This design comes from an exercise in tuning for small area on the open sky130 flow, not from production work.
In this exercise RTL edits were held to simulation tests only and were not proved equivalent to the original.
No activity file was given, so power comes from the tool's default toggle rates.

==> flow/design.v, too long to show whole: its modules and the start of the top module <==
// module pid_sat: 16 lines
// module pid_fa: 10 lines
// module pid_ha: 9 lines
// module pid_controller_param: 107 lines
// module pid_sub: 19 lines
// module pid_inc: 14 lines
// module pid_booth: 37 lines
// module pid_tree: 378 lines
// module pid_cpa: 196 lines
// module pid_cmp: 149 lines
module pid_controller_param #(
  parameter int DW   = pid_pkg::DEF_DW,
  parameter int FRAC = pid_pkg::DEF_FRAC,
  parameter int ACCW = 2*DW+4
) (
  input  logic                 clk,
  input  logic                 rst,
  input  logic                 en,
  input  logic                 clear,
  input  logic signed [DW-1:0] setpoint,
  input  logic signed [DW-1:0] feedback,
  input  logic signed [DW-1:0] kp,
  input  logic signed [DW-1:0] ki,
  input  logic signed [DW-1:0] kd,
  input  logic [ACCW-2:0]      int_limit,
  input  logic [15:0]          clk_times,
  output logic signed [DW-1:0] control_signal,
  output logic                 valid,
  output logic                 busy,
  output logic                 overrun
);
  // ...
==> flow/flow/run.sh <==
#!/bin/bash
# Standard synthesis; then the combinational logic re-mapped for area by ABC
# (registers, full/half adder cells and tie cells kept exactly as synthesized).
# Re-mapping is tried with two ABC scripts and 1 to 3 passes of each; each result gets a quick pre-layout
# timing estimate, and the smallest one whose estimate is within the margin is
# kept (the fastest if none is). Then the standard layout, with the smallest
# buffer on the ports. Each tool logs to a file of its own here.
set -euo pipefail
export BUFFER_PORTS_ARGS="-buffer_cell sky130_fd_sc_hd__buf_1"
bash standard.sh synth > log_synth.log 2>&1
R=orfs/results/$FLOW_PLATFORM/pid_controller_param/base
P=$FLOW_HOME/platforms/$FLOW_PLATFORM
LIB=$P/lib/sky130_fd_sc_hd__tt_025C_1v80.lib
cp $R/1_2_yosys.v std_netlist.v
KEEP=$(grep -oE "sky130_fd_sc_hd__(df|edf|sdf|dl|fa_|ha_|conb)[a-z0-9_]*" std_netlist.v | sort -u | tr '\n' ' ')
MARGIN=-0.5
: > remap_choice.txt
for v in a b; do
for k in 1 2 3; do
  n=$v$k
  src=flow/remap.abc; [[ $v == b ]] && src=flow/remap_b.abc
  : > remap_$n.abc
  for i in $(seq 1 $k); do cat $src >> remap_$n.abc; done
  sed -e "s|@LIB@|$LIB|g" -e "s|@KEEP@|$KEEP|" -e "s|@TOP@|$FLOW_TOP|g" \
      -e "s|flow/remap.abc|remap_$n.abc|" -e "s|remap_stat.txt|remap_stat_$n.txt|" \
      -e "s|remap_netlist.v|remap_netlist_$n.v|" -e "s|remap_pre.txt|remap_pre_$n.txt|" \
      flow/remap.ys.in > remap_$n.ys
  yosys -l log_remap_$n.log -s remap_$n.ys > /dev/null
  a=$(awk '/Chip area for module/ {print $NF}' remap_stat_$n.txt | tail -1)
  PSTA_TLEF=$P/lef/sky130_fd_sc_hd.tlef PSTA_LEF=$P/lef/sky130_fd_sc_hd_merged.lef PSTA_LIB=$LIB \
  PSTA_NETLIST=remap_netlist_$n.v PSTA_TOP=$FLOW_TOP PSTA_SDC=$FLOW_SDC \
    openroad -no_init -exit flow/psta.tcl > log_psta_$n.log 2>&1 || true
  s=$(awk '/^BENCHPSTA/ {print $2}' log_psta_$n.log | tail -1)
  [[ -n "$s" ]] || s=-1000
  echo "$n $a $s" >> remap_choice.txt
done
done
best=$(awk -v m=$MARGIN '
  { if ($3 >= m && (ba == "" || $2 < ba)) { ba = $2; bn = $1 }
    if (fs == "" || $3 > fs) { fs = $3; fn = $1 } }
  END { print (bn != "" ? bn : fn) }' remap_choice.txt)
echo "chosen $best" >> remap_choice.txt
cp remap_netlist_$best.v $R/1_2_yosys.v
rm -f $R/1_synth.odb $R/1_synth.sdc
bash standard.sh > log_flow.log 2>&1
==> flow/flow/psta.tcl <==
read_lef $::env(PSTA_TLEF)
read_lef $::env(PSTA_LEF)
read_liberty $::env(PSTA_LIB)
read_verilog $::env(PSTA_NETLIST)
link_design $::env(PSTA_TOP)
read_sdc $::env(PSTA_SDC)
buffer_ports -buffer_cell sky130_fd_sc_hd__buf_1
repair_design
puts "BENCHPSTA [sta::worst_slack -max]"
==> flow/flow/remap.abc <==
&get -n
&st
&dch
&nf -R 1000
&put
==> flow/flow/remap.ys.in <==
# Re-map the combinational logic of the standard synthesis netlist for area.
# Registers, full/half adders and tie cells are kept as blackboxes, untouched.
read_liberty -ignore_miss_func -ignore_miss_dir @LIB@
read_verilog std_netlist.v
hierarchy -top @TOP@
blackbox @KEEP@
flatten
hierarchy -top @TOP@
opt_clean -purge
tee -o remap_pre.txt stat
abc -liberty @LIB@ -script flow/remap.abc -dont_use sky130_fd_sc_hd__lpflow_bleeder_1 -dont_use sky130_fd_sc_hd__lpflow_clkbufkapwr_1 -dont_use sky130_fd_sc_hd__lpflow_clkbufkapwr_16 -dont_use sky130_fd_sc_hd__lpflow_clkbufkapwr_2 -dont_use sky130_fd_sc_hd__lpflow_clkbufkapwr_4 -dont_use sky130_fd_sc_hd__lpflow_clkbufkapwr_8 -dont_use sky130_fd_sc_hd__lpflow_clkinvkapwr_1 -dont_use sky130_fd_sc_hd__lpflow_clkinvkapwr_16 -dont_use sky130_fd_sc_hd__lpflow_clkinvkapwr_2 -dont_use sky130_fd_sc_hd__lpflow_clkinvkapwr_4 -dont_use sky130_fd_sc_hd__lpflow_clkinvkapwr_8 -dont_use sky130_fd_sc_hd__lpflow_decapkapwr_12 -dont_use sky130_fd_sc_hd__lpflow_decapkapwr_3 -dont_use sky130_fd_sc_hd__lpflow_decapkapwr_4 -dont_use sky130_fd_sc_hd__lpflow_decapkapwr_6 -dont_use sky130_fd_sc_hd__lpflow_decapkapwr_8 -dont_use sky130_fd_sc_hd__lpflow_inputiso0n_1 -dont_use sky130_fd_sc_hd__lpflow_inputiso0p_1 -dont_use sky130_fd_sc_hd__lpflow_inputiso1n_1 -dont_use sky130_fd_sc_hd__lpflow_inputiso1p_1 -dont_use sky130_fd_sc_hd__lpflow_inputisolatch_1 -dont_use sky130_fd_sc_hd__lpflow_isobufsrc_1 -dont_use sky130_fd_sc_hd__lpflow_isobufsrc_16 -dont_use sky130_fd_sc_hd__lpflow_isobufsrc_2 -dont_use sky130_fd_sc_hd__lpflow_isobufsrc_4 -dont_use sky130_fd_sc_hd__lpflow_isobufsrc_8 -dont_use sky130_fd_sc_hd__lpflow_isobufsrckapwr_16 -dont_use sky130_fd_sc_hd__lpflow_lsbuf_lh_hl_isowell_tap_1 -dont_use sky130_fd_sc_hd__lpflow_lsbuf_lh_hl_isowell_tap_2 -dont_use sky130_fd_sc_hd__lpflow_lsbuf_lh_hl_isowell_tap_4 -dont_use sky130_fd_sc_hd__lpflow_lsbuf_lh_isowell_4 -dont_use sky130_fd_sc_hd__lpflow_lsbuf_lh_isowell_tap_1 -dont_use sky130_fd_sc_hd__lpflow_lsbuf_lh_isowell_tap_2 -dont_use sky130_fd_sc_hd__lpflow_lsbuf_lh_isowell_tap_4 -dont_use sky130_fd_sc_hd__probe_p_8 -dont_use sky130_fd_sc_hd__probec_p_8 
opt_clean -purge
hilomap -singleton -hicell sky130_fd_sc_hd__conb_1 HI -locell sky130_fd_sc_hd__conb_1 LO
rename -hide w:*.*
opt_clean -purge
tee -o remap_stat.txt stat -liberty @LIB@
write_verilog -noattr -nohex -nodec remap_netlist.v
==> flow/flow/remap_b.abc <==
&get -n
&st
&dch -f
&nf -R 1000
&put
==> flow/standard.sh <==
#!/bin/bash
# synth_recipe.tcl (not shown) runs the flow's synth.tcl, then flattens the netlist and writes it again
# the make line also repeats each setting of config.mk as NAME=value (left out here)
make -C /OpenROAD-flow-scripts/flow DESIGN_CONFIG=/design/flow/config.mk WORK_HOME=/design/flow/orfs CLKGATE_MAP_FILE= SYNTH_SCRIPT=/design/flow/synth_recipe.tcl "${@:-finish}"
==> flow/config.mk <==
export PLATFORM = sky130hd
export DESIGN_NAME = pid_controller_param
export DESIGN_NICKNAME = pid_controller_param
export VERILOG_FILES = /design/flow/design.v
export SDC_FILE = /design/flow/constraint.sdc
export NUM_CORES = 4
export LEC_CHECK = 0
export ABC_AREA = 1
export CAP_MARGIN = 20
export CORE_MARGIN = 2
export CORE_UTILIZATION = 65
export CTS_BUF_LIST = sky130_fd_sc_hd__clkbuf_8
export SLEW_MARGIN = 20
export SYNTH_HIERARCHICAL = 1
==> flow/constraint.sdc <==
create_clock -name core_clock -period 13.5 [get_ports {clk}]
set_input_delay 2.7000 -clock core_clock [delete_from_list [all_inputs] [get_ports {clk}]]
set_output_delay 2.7000 -clock core_clock [all_outputs]
set_load 0.01 [all_outputs]
==> impl_metrics.json, run 1 <==
{
  "ctsLongestPathBuffers": 2,
  "grt_pass1_wl_um": 59600,
  "ios": 154,
  "fin_ws_ps": 695,
  "status": "no timing/DRC/antenna violations",
  "drc_errors": 0,
  "buffer_area_frac": 0.0591,
  "grt_busiest_layer": "met2",
  "core.rowCount": 53,
  "largest_class": "multi-input combinational cells",
  "p_sw_w": 0.000879,
  "grt_use_met2": 0.563,
  "cts_tree": "built",
  "syn_avg_cell_area_um2": 10.8,
  "vdd_ir_drop_max_v": 0.000184,
  "clock_latency_ps": 480,
  "gr-usage-met1": 0.472,
  "grt-ovfl-total": 0,
  "multiInputGateArea_um2": 9960,
  "reg_top3": "acc_q: 36 flops, t_q: 33 flops",
  "r2r_slack_ps": 1070,
  "n_clock_buffer": 17,
  "gp_congestion": 0.883,
  "io_buffers": 153,
  "pwr-share-clk": 0.172,
  "cts_sinks": 140,
  "antenna_found_initial": 0,
  "grt_pass1_vias": 11300,
  "critPathSlowestCell": "fa_1",
  "cpMostUsedCell": "fa_1",
  "layout_commonest_cell": "fa_1",
  "timing.final.crit_period_ps": 12810
}
==> run 2, diff against run 1 <==
--- a/flow/flow/run.sh
+++ b/flow/flow/run.sh
@@ -8,4 +8,5 @@
 set -euo pipefail
 export BUFFER_PORTS_ARGS="-buffer_cell sky130_fd_sc_hd__buf_1"
+export CTS_ARGS="-sink_clustering_enable -repair_clock_nets -buf_list sky130_fd_sc_hd__clkbuf_8 -sink_clustering_buffer sky130_fd_sc_hd__clkbuf_4"
 bash standard.sh synth > log_synth.log 2>&1
 R=orfs/results/$FLOW_PLATFORM/pid_controller_param/base
==> impl_metrics.json, run 2 <==
{
  "drt-total-wl_um": 37800,
  "min_path_type": "flop to flop",
  "fin_area_um2": 15700,
  "synth_nets": 1693,
  "post-place-ws_ps": 416,
  "grtUsageTotal": 0.346,
  "dr.pass1.iters": 8,
  "rsz0062_at_grt": "no",
  "drt-wirelength-per-cell_um": 21.0,
  "antenna_left": 0,
  "fillers": 1545,
  "ios": 154,
  "die-area_um2": 22800,
  "layout_commonest_cell": "fa_1",
  "nets": 1909,
  "setup_violations": 0,
  "status": "no timing/DRC/antenna violations",
  "power_leakage_nw": 6.60,
  "timing.final.crit_period_ps": 12810,
  "start_util": 0.665,
  "slew_violations": 0,
  "cp-end-kind": "flop",
  "diodes": 0,
  "cts_root_buffer": "clkbuf_8",
  "antenna_found_initial": 0,
  "layout_common_cells": "169 x fa_1, 153 x buf_1, 133 x nor2_1",
  "io_buffers": 153,
  "fmax_mhz": 78.1,
  "clock_latency_ps": 480,
  "p_total_w": 0.00196,
  "drc_errors": 0,
  "grt-ovfl-total": 0,
  "power_density_nw_per_um2": 125,
  "cts_resized": 0,
  "core_area_um2": 21200,
  "seq_area_um2": 4010,
  "syn-cell-area_um2": 14100,
  "largest_register_ffs": 36,
  "cts_setup_buffers": 0,
  "dp.cells": 1770,
  "die-height_um": 151,
  "cts_sinks": 140,
  "syn_avg_cell_area_um2": 10.8,
  "worst_pin_slew_ps": 1110,
  "vdd_ir_drop_max_v": 0.000184,
  "drtIter0Drc": 1013,
  "top_register": "acc_q",
  "via_per_inst": 6.26,
  "hold_buffers": 0,
  "period_share": 0.949,
  "grt_pass1_vias": 11300,
  "gp_congestion": 0.883,
  "critPathRequiredTime_ps": 13730,
  "cts_tree": "built",
  "hold_violations": 0,
  "fin_ws_ps": 695,
  "grt_pass1_wl_um": 59600,
  "ctsLongestPathBuffers": 2,
  "placed_area_um2": 15400,
  "critPathLaunchType": "input pin",
  "die_w_um": 151,
  "drv_cap": 0,
  "core.rowCount": 53,
  "clkSlewWorstSetupHoldPaths_ps": 100,
  "cp_slowest_stage_delay_ps": 480,
  "cpMostUsedCell": "fa_1",
  "vias": 11300,
  "critPathMaxFanout": 71,
  "critical_path_class": "input pin to flop",
  "reg_top3": "acc_q: 36 flops, t_q: 33 flops",
  "detailed_place_hpwl_um": 27300,
  "fin_cells": 1802,
  "arrival_ps": 13030,
  "syn_to_final_growth_pct": 11.8,
  "clock_skew_ps": 19.4,
  "setup_tns_ps": 0,
  "layout-drive-gt1-share": 0.0517,
  "ys.warnings.count": 9,
  "grt_max_degree": 72,
  "critPathSlowestCell": "fa_1",
  "syn_inst": 1298,
  "cts-buffers-inserted": 17,
  "multiInputGateArea_um2": 9960,
  "htree_levels": 4,
  "slew_headroom": 0.260
}
## run 2: final timing paths
check                                from   endpoint  slack (ps)  cells past startpoint
worst max-delay path                kp[2]   acc_q[9]         690                     46
worst min-delay path            ctrl_q[1]  ctrl_q[1]         500                      2
max in group asynchronous             rst  ctrl_q[4]       10770                      3
worst max register to register    st_q[2]   acc_q[9]        1070                     48
min in group asynchronous             rst  overrun_q        2310                      3
worst min register to register  ctrl_q[1]  ctrl_q[1]         500                      2
## run 2: per-layer routing
| metal | global-route usage | vias up | part of all wire |
|---|---|---|---|
| li1 | - | 5109 | - |
| met1 | 0.472 | 5487 | 0.39 |
| met2 | 0.563 | 594 | 0.49 |
| met3 | 0.0602 | 94 | 0.089 |
| met4 | 0.123 | 0 | 0.032 |
| met5 | 0 | - | 0 |
## run 2: area by class of cell
cell class	count	share of cell area
timing repair buffer	197	0.0591
inverter	32	0.00771
clock inverter	15	0.00843
sequential	140	0.255
multi-input combinational	1126	0.633
clock buffer	17	0.0149
tap	275	0.0219
## run 2: worst max-delay path, delay by kind of cell
kind,cells,cell delay [ps]
buffers and inverters,4,980
and+or+nand+nor,18,2620
xor gates and xnor gates,2,570
adders and majority gates,8,2950
muxes,1,260
AOI/OAI and AO/OA,13,2890
## run 2: power breakdown
group / leakage [nW] / switching (W) / internal (W)
Clock: 0.181 / 0.000204 / 0.000133
Combinational: 5.01 / 0.000663 / 0.000405
Sequential: 1.41 / 0.0000119 / 0.000545
## run 2: stage by stage
stage	hold slack [ps]	util
after floorplan	450	-
after global placement	463	0.727
after detailed placement	486	0.727
after CTS	506	0.744
after global routing	529	0.744
final	498	0.744
==> run 3, diff against run 2 <==
--- a/flow/flow/run.sh
+++ b/flow/flow/run.sh
@@ -8,5 +8,5 @@
 set -euo pipefail
 export BUFFER_PORTS_ARGS="-buffer_cell sky130_fd_sc_hd__buf_1"
-export CTS_ARGS="-sink_clustering_enable -repair_clock_nets -buf_list sky130_fd_sc_hd__clkbuf_8 -sink_clustering_buffer sky130_fd_sc_hd__clkbuf_4"
+export CTS_ARGS="-sink_clustering_enable -repair_clock_nets -buf_list sky130_fd_sc_hd__clkbuf_8 -sink_clustering_buffer sky130_fd_sc_hd__clkbuf_4 -sink_clustering_size 8 -sink_clustering_max_diameter 40"
 bash standard.sh synth > log_synth.log 2>&1
 R=orfs/results/$FLOW_PLATFORM/pid_controller_param/base
==> impl_metrics.json, run 3 <==
{
  "status": "no timing/DRC/antenna violations",
  "arrival_ps": 13030,
  "fillers": 1545,
  "hp-start": "ctrl_q[1]",
  "die-height_um": 151,
  "drtIter0Drc": 1013,
  "power_leakage_nw": 6.60,
  "critPathSlowestCell": "fa_1",
  "r2r_slack_ps": 1070,
  "via_per_inst": 6.26,
  "top_register": "acc_q",
  "hold_violations": 0,
  "cpMostUsedCell": "fa_1",
  "reg_top3": "acc_q: 36 flops, t_q: 33 flops",
  "vdd_ir_drop_max_v": 0.000184,
  "grt_pass1_vias": 11300,
  "cts_root_buffer": "clkbuf_8",
  "hold_buffers": 0,
  "slew_violations": 0,
  "vias": 11300,
  "p_total_w": 0.00196,
  "fmax_mhz": 78.1,
  "ys.warnings.count": 9,
  "ios": 154,
  "syn_avg_cell_area_um2": 10.8,
  "grt_busiest_layer": "met2",
  "cts_setup_buffers": 0,
  "worst_pin_slew_ps": 1110,
  "diodes": 0,
  "critical_path_class": "input pin to flop",
  "clock_skew_ps": 19.4,
  "antenna_found_initial": 0,
  "min_path_type": "flop to flop",
  "layout_commonest_cell": "fa_1",
  "die-area_um2": 22800,
  "synth_nets": 1693,
  "power_density_nw_per_um2": 125,
  "grtUsageTotal": 0.346,
  "io_buffers": 153,
  "drt-wirelength-per-cell_um": 21.0,
  "critPathRequiredTime_ps": 13730,
  "cts_resized": 0,
  "grt_pass1_wl_um": 59600,
  "rr_endpoint": "acc_q[9]",
  "layout-drive-gt1-share": 0.0517,
  "die_w_um": 151,
  "period_share": 0.949,
  "start_util": 0.665,
  "clock_latency_ps": 480,
  "htree_levels": 4,
  "antenna_left": 0,
  "drv_cap": 0,
  "setup_violations": 0,
  "detailed_place_hpwl_um": 27300,
  "critPathLaunchType": "input pin",
  "cts-buffers-inserted": 17,
  "dr.pass1.iters": 8,
  "syn_to_final_growth_pct": 11.8,
  "grt_use_met2": 0.563,
  "syn-cell-area_um2": 14100,
  "largest_register_ffs": 36,
  "met3_usage": 0.0602,
  "critPathMaxFanout": 71,
  "hold_end": "ctrl_q[1]",
  "drt-total-wl_um": 37800,
  "grt_max_degree": 72,
  "syn_inst": 1298,
  "gr-usage-met1": 0.472,
  "layout_common_cells": "169 x fa_1, 153 x buf_1, 133 x nor2_1",
  "cts_tree": "built",
  "timing.final.crit_period_ps": 12810,
  "r2r-start": "st_q[2]",
  "slew_headroom": 0.260,
  "grt-ovfl-total": 0,
  "core_area_um2": 21200,
  "nets": 1909,
  "cp-end-kind": "flop",
  "drc_errors": 0,
  "rsz0062_at_grt": "no",
  "cp_slowest_stage_delay_ps": 480,
  "setup_tns_ps": 0,
  "r2r_cells": 48,
  "hold_depth": 2,
  "ctsLongestPathBuffers": 2,
  "gp_congestion": 0.883,
  "core.rowCount": 53,
  "clkSlewWorstSetupHoldPaths_ps": 100,
  "cts_sinks": 140
}
run 3: cell counts in the layout (fill, tap and decap cells not counted):
No cell type changed its count.
run 3: layout make-up:
cell class	count	area, µm²	share of cell area
inverters	32	121	0.00771
clock buffers	17	234	0.0149
multi-input cells	1126	9960	0.633
clock inverters	15	133	0.00843
repair buffers	197	930	0.0591
well taps	275	344	0.0219
flip-flops and latches	140	4010	0.255
run 3: power breakdown:
part           switching (W)  total (W)  leakage [nW]  internal, W
clock               0.000204   0.000338         0.181     0.000133
combinational       0.000663    0.00107          5.01     0.000405
sequential         0.0000119   0.000557          1.41     0.000545
total               0.000879    0.00196          6.60      0.00108
run 3: worst max-delay path by stage:
stage | cells after the start | to | startpoint
2_1_floorplan | 40 | acc_q[0] | kp[2]
3_5_place_dp | 46 | acc_q[9] | kp[2]
3_3_place_gp | 45 | acc_c | kp[2]
4_1_cts | 46 | acc_q[28] | kp[2]
5_1_grt | 46 | acc_q[15] | kp[2]
6_report | 46 | acc_q[9] | kp[2]
run 3: critical path: cells and delay by family:
| kind | cells | cell delay [ps] |
|---|---|---|
| AO/OA/AOI/OAI | 13 | 2890 |
| adder cells (fa/ha/maj) | 8 | 2950 |
| XOR/XNOR | 2 | 570 |
| AND/OR/NAND/NOR | 18 | 2620 |
| multiplexers | 1 | 260 |
| buffers and inverters | 4 | 980 |
run 3: per-stage QoR:
stage	worst slack (ps)	utilization	cell area, µm²	hold slack (ps)	std cells
global route	82.4	0.744	15700	529	1802
CTS	872	0.744	15700	506	1802
detailed placement	416	0.727	15400	486	1770
finish	695	0.744	15700	498	1802
global placement	777	0.727	15400	463	1770
floorplan	81.2	-	14100	450	1298
run 3: per-layer routing:
| layer | wire, µm | vias up | share of wire |
|---|---|---|---|
| li1 | - | 5109 | - |
| met1 | 14900 | 5487 | 0.39 |
| met2 | 18400 | 594 | 0.49 |
| met3 | 3360 | 94 | 0.089 |
| met4 | 1230 | 0 | 0.032 |
| met5 | 0 | - | 0 |
==> run 4, diff against run 3 <==
--- a/flow/flow/run.sh
+++ b/flow/flow/run.sh
@@ -2,5 +2,6 @@
 # Standard synthesis; then the combinational logic re-mapped for area by ABC
 # (registers, full/half adder cells and tie cells kept exactly as synthesized).
-# Re-mapping is tried with two ABC scripts and 1 to 3 passes of each; each result gets a quick pre-layout
+# Re-mapping is tried with two ABC scripts and 1 to 3 passes of each, and
+# with the half adder cells re-mapped too (c); each result gets a quick pre-layout
 # timing estimate, and the smallest one whose estimate is within the margin is
 # kept (the fastest if none is). Then the standard layout, with the smallest
@@ -8,5 +9,4 @@
 set -euo pipefail
 export BUFFER_PORTS_ARGS="-buffer_cell sky130_fd_sc_hd__buf_1"
-export CTS_ARGS="-sink_clustering_enable -repair_clock_nets -buf_list sky130_fd_sc_hd__clkbuf_8 -sink_clustering_buffer sky130_fd_sc_hd__clkbuf_4 -sink_clustering_size 8 -sink_clustering_max_diameter 40"
 bash standard.sh synth > log_synth.log 2>&1
 R=orfs/results/$FLOW_PLATFORM/pid_controller_param/base
@@ -15,13 +15,15 @@
 cp $R/1_2_yosys.v std_netlist.v
 KEEP=$(grep -oE "sky130_fd_sc_hd__(df|edf|sdf|dl|fa_|ha_|conb)[a-z0-9_]*" std_netlist.v | sort -u | tr '\n' ' ')
+KEEPC=$(grep -oE "sky130_fd_sc_hd__(df|edf|sdf|dl|fa_|conb)[a-z0-9_]*" std_netlist.v | sort -u | tr '\n' ' ')
 MARGIN=-0.5
 : > remap_choice.txt
-for v in a b; do
+for v in a b c; do
 for k in 1 2 3; do
   n=$v$k
   src=flow/remap.abc; [[ $v == b ]] && src=flow/remap_b.abc
+  keep=$KEEP; [[ $v == c ]] && keep=$KEEPC
   : > remap_$n.abc
   for i in $(seq 1 $k); do cat $src >> remap_$n.abc; done
-  sed -e "s|@LIB@|$LIB|g" -e "s|@KEEP@|$KEEP|" -e "s|@TOP@|$FLOW_TOP|g" \
+  sed -e "s|@LIB@|$LIB|g" -e "s|@KEEP@|$keep|" -e "s|@TOP@|$FLOW_TOP|g" \
       -e "s|flow/remap.abc|remap_$n.abc|" -e "s|remap_stat.txt|remap_stat_$n.txt|" \
       -e "s|remap_netlist.v|remap_netlist_$n.v|" -e "s|remap_pre.txt|remap_pre_$n.txt|" \
==> impl_metrics.json, run 4 <==
{
  "multiInputGateArea_um2": 9960,
  "cts_root_buffer": "clkbuf_8",
  "critPathLaunchType": "input pin",
  "setup_violations": 0,
  "io_buffers": 153,
  "setup_tns_ps": 0,
  "placed_area_um2": 15300,
  "top_register": "acc_q",
  "ys.warnings.count": 9,
  "pwr-share-comb": 0.539,
  "min_path_type": "flop to flop",
  "cts-buffers-inserted": 17,
  "slew_headroom": 0.309,
  "gp_congestion": 0.906,
  "vdd_ir_drop_max_v": 0.000107,
  "arrival_ps": 12190,
  "cts_setup_buffers": 0,
  "cp-end-kind": "flop",
  "met3_usage": 0.0645,
  "syn_inst": 1402,
  "die-area_um2": 22800,
  "clock_skew_ps": 26.8,
  "finish.utilization": 0.745,
  "grt_max_degree": 52,
  "reg_top3": "acc_q: 36 flops, t_q: 33 flops",
  "status": "no timing/DRC/antenna violations",
  "grt_busiest_layer": "met2",
  "layout-drive-gt1-share": 0.0515,
  "dr.pass1.iters": 8,
  "power_density_nw_per_um2": 123,
  "ios": 154,
  "detailed_place_hpwl_um": 28600,
  "die_w_um": 151,
  "crit_buf_inv": 5,
  "internal_power_w": 0.00107,
  "p_sw_w": 0.000865,
  "drv_cap": 0,
  "start_util": 0.666,
  "grt_use_met2": 0.627,
  "grt_pass1_vias": 12400,
  "hold_buffers": 0,
  "fmax_mhz": 83.3,
  "cp_slowest_stage_delay_ps": 470,
  "fin_area_um2": 15700,
  "seq_area_um2": 4010,
  "vias": 11900,
  "grt_pass1_wl_um": 62100,
  "syn_avg_cell_area_um2": 10.0,
  "antenna_found_initial": 2,
  "grtUsageTotal": 0.358,
  "cts_sinks": 140,
  "rsz0062_at_grt": "no",
  "hold_violations": 0,
  "period_share": 0.889,
  "clock_latency_ps": 470,
  "cpMostUsedCell": "fa_1",
  "critPathRequiredTime_ps": 13690,
  "via_per_inst": 6.23,
  "grt-ovfl-total": 0,
  "cts_resized": 0,
  "power_leakage_nw": 6.15,
  "hold_slack_ps": 498,
  "syn-cell-area_um2": 14000,
  "synth_nets": 1706,
  "core.rowCount": 53,
  "swShare": 0.447,
  "syn_to_final_growth_pct": 11.9,
  "slew_violations": 0,
  "die-height_um": 151,
  "drt-wirelength-per-cell_um": 20.2,
  "drtIter0Drc": 989,
  "pwr-share-clk": 0.175,
  "layout_common_cells": "170 x nor2_1, 169 x fa_1, 166 x xor2_1",
  "fillers": 1610,
  "drt-total-wl_um": 38500,
  "clkSlewWorstSetupHoldPaths_ps": 90,
  "htree_levels": 4,
  "drc_errors": 0,
  "cts_tree": "built",
  "largest_register_ffs": 36,
  "ctsLongestPathBuffers": 2,
  "p_total_w": 0.00193,
  "gr-usage-met1": 0.431,
  "worst_pin_slew_ps": 1030,
  "critical_path_class": "input pin to flop",
  "antenna_left": 0,
  "critPathMaxFanout": 40,
  "core_area_um2": 21100,
  "nets": 1922,
  "cp_top_family": "compound AO/OA/AOI/OAI gates",
  "layout_commonest_cell": "nor2_1",
  "timing.final.crit_period_ps": 12000,
  "critPathSlowestCell": "fa_1",
  "power_frac_seq": 0.287
}
run 4: final cells by class:
type,instances,area share
Multi-Input combinational cell,1236,0.634
Sequential cell,140,0.256
Timing Repair Buffer,198,0.0581
Tap cell,275,0.0219
Clock buffer,17,0.0149
Clock inverter,15,0.00861
Inverter,25,0.00606
Antenna cell,2,0.000319
run 4: final timing paths:
path / cells after the start / slack [ps] / startpoint / end
setup / recovery: 36 / 1500 / kd[2] / acc_q[15]
hold / removal: 1 / 500 / ctrl_q[15] / ctrl_q[15]
setup reg to reg: 38 / 1580 / st_q[2] / acc_q[15]
hold reg to reg: 1 / 500 / ctrl_q[15] / ctrl_q[15]
max in group asynchronous: 3 / 10770 / rst / ctrl_q[7]
min in group asynchronous: 3 / 2320 / rst / cnt_q[7]
run 4: worst register-to-register path, delay by kind of cell (launching register included):
family / cells / cell delay (ps)
simple gates: 7 / 1440
flops: 1 / 440
buf+inv: 6 / 2120
xor+xnor: 2 / 350
compound gates: 16 / 4270
fa+ha+maj: 7 / 3020
run 4: per-stage QoR:
stage,worst slack (ps),std cells
6_report,1500,1908
5_1_grt,825,1908
4_1_cts,1500,1906
3_5_place_dp,1080,1874
3_3_place_gp,1360,1874
2_1_floorplan,145,1402
run 4: power by group through the flow:
stage	registers, W	clock network (W)	logic [W]
floorplan	0.000575	0	0.000742
global placement	0.000562	0	0.000998
detailed placement	0.000564	0	0.00102
CTS	0.000554	0.000341	0.00103
global route	0.000557	0.000356	0.00116
finish	0.000554	0.000338	0.00104
run 4: metal layers:
layer  share of wire  vias to the layer above  wire [µm]
met5               0                        -          0
li1                -                     5404          -
met4           0.045                        0       1710
met2            0.51                      579      19700
met3           0.075                      127       2870
met1            0.37                     5770      14200

[port drivers added, routing unchanged]
The flow's constraints put no driver on any port. The routed layouts listed below were extracted and timed again, unchanged, in two steps.
Step 1 (the two cells are an assumption about what drives the block):
set clk [get_ports {clk}]
set_driving_cell -lib_cell sky130_fd_sc_hd__clkbuf_16 $clk
set_driving_cell -lib_cell sky130_fd_sc_hd__buf_2 [delete_from_list [all_inputs] $clk]
Step 2, shift: input delay + t, output delay - t, t = (earliest + latest rising clock arrival at the registers) / 2. This alone moves slack from input paths to output paths.
Three values: ideal ports, drivers, drivers and shift; two values: the first two.
run | t, ns | setup slack, ns | worst setup path at the end | latest minus earliest clock arrival (ns) | worst slew at a driven data input, ns
run 1 | 0.519 | 0.695 / 0.712 / 0.193 | input to register | 0.020 / 0.020 | 0.06
run 2 | 0.519 | 0.695 / 0.712 / 0.193 | input to register | 0.020 / 0.020 | 0.06
run 3 | 0.519 | 0.695 / 0.712 / 0.193 | input to register | 0.020 / 0.020 | 0.06
run 4 | 0.504 | 1.495 / 1.522 / 1.019 | input to register | 0.027 / 0.027 | 0.07
After both steps setup and hold are still met in every run listed.
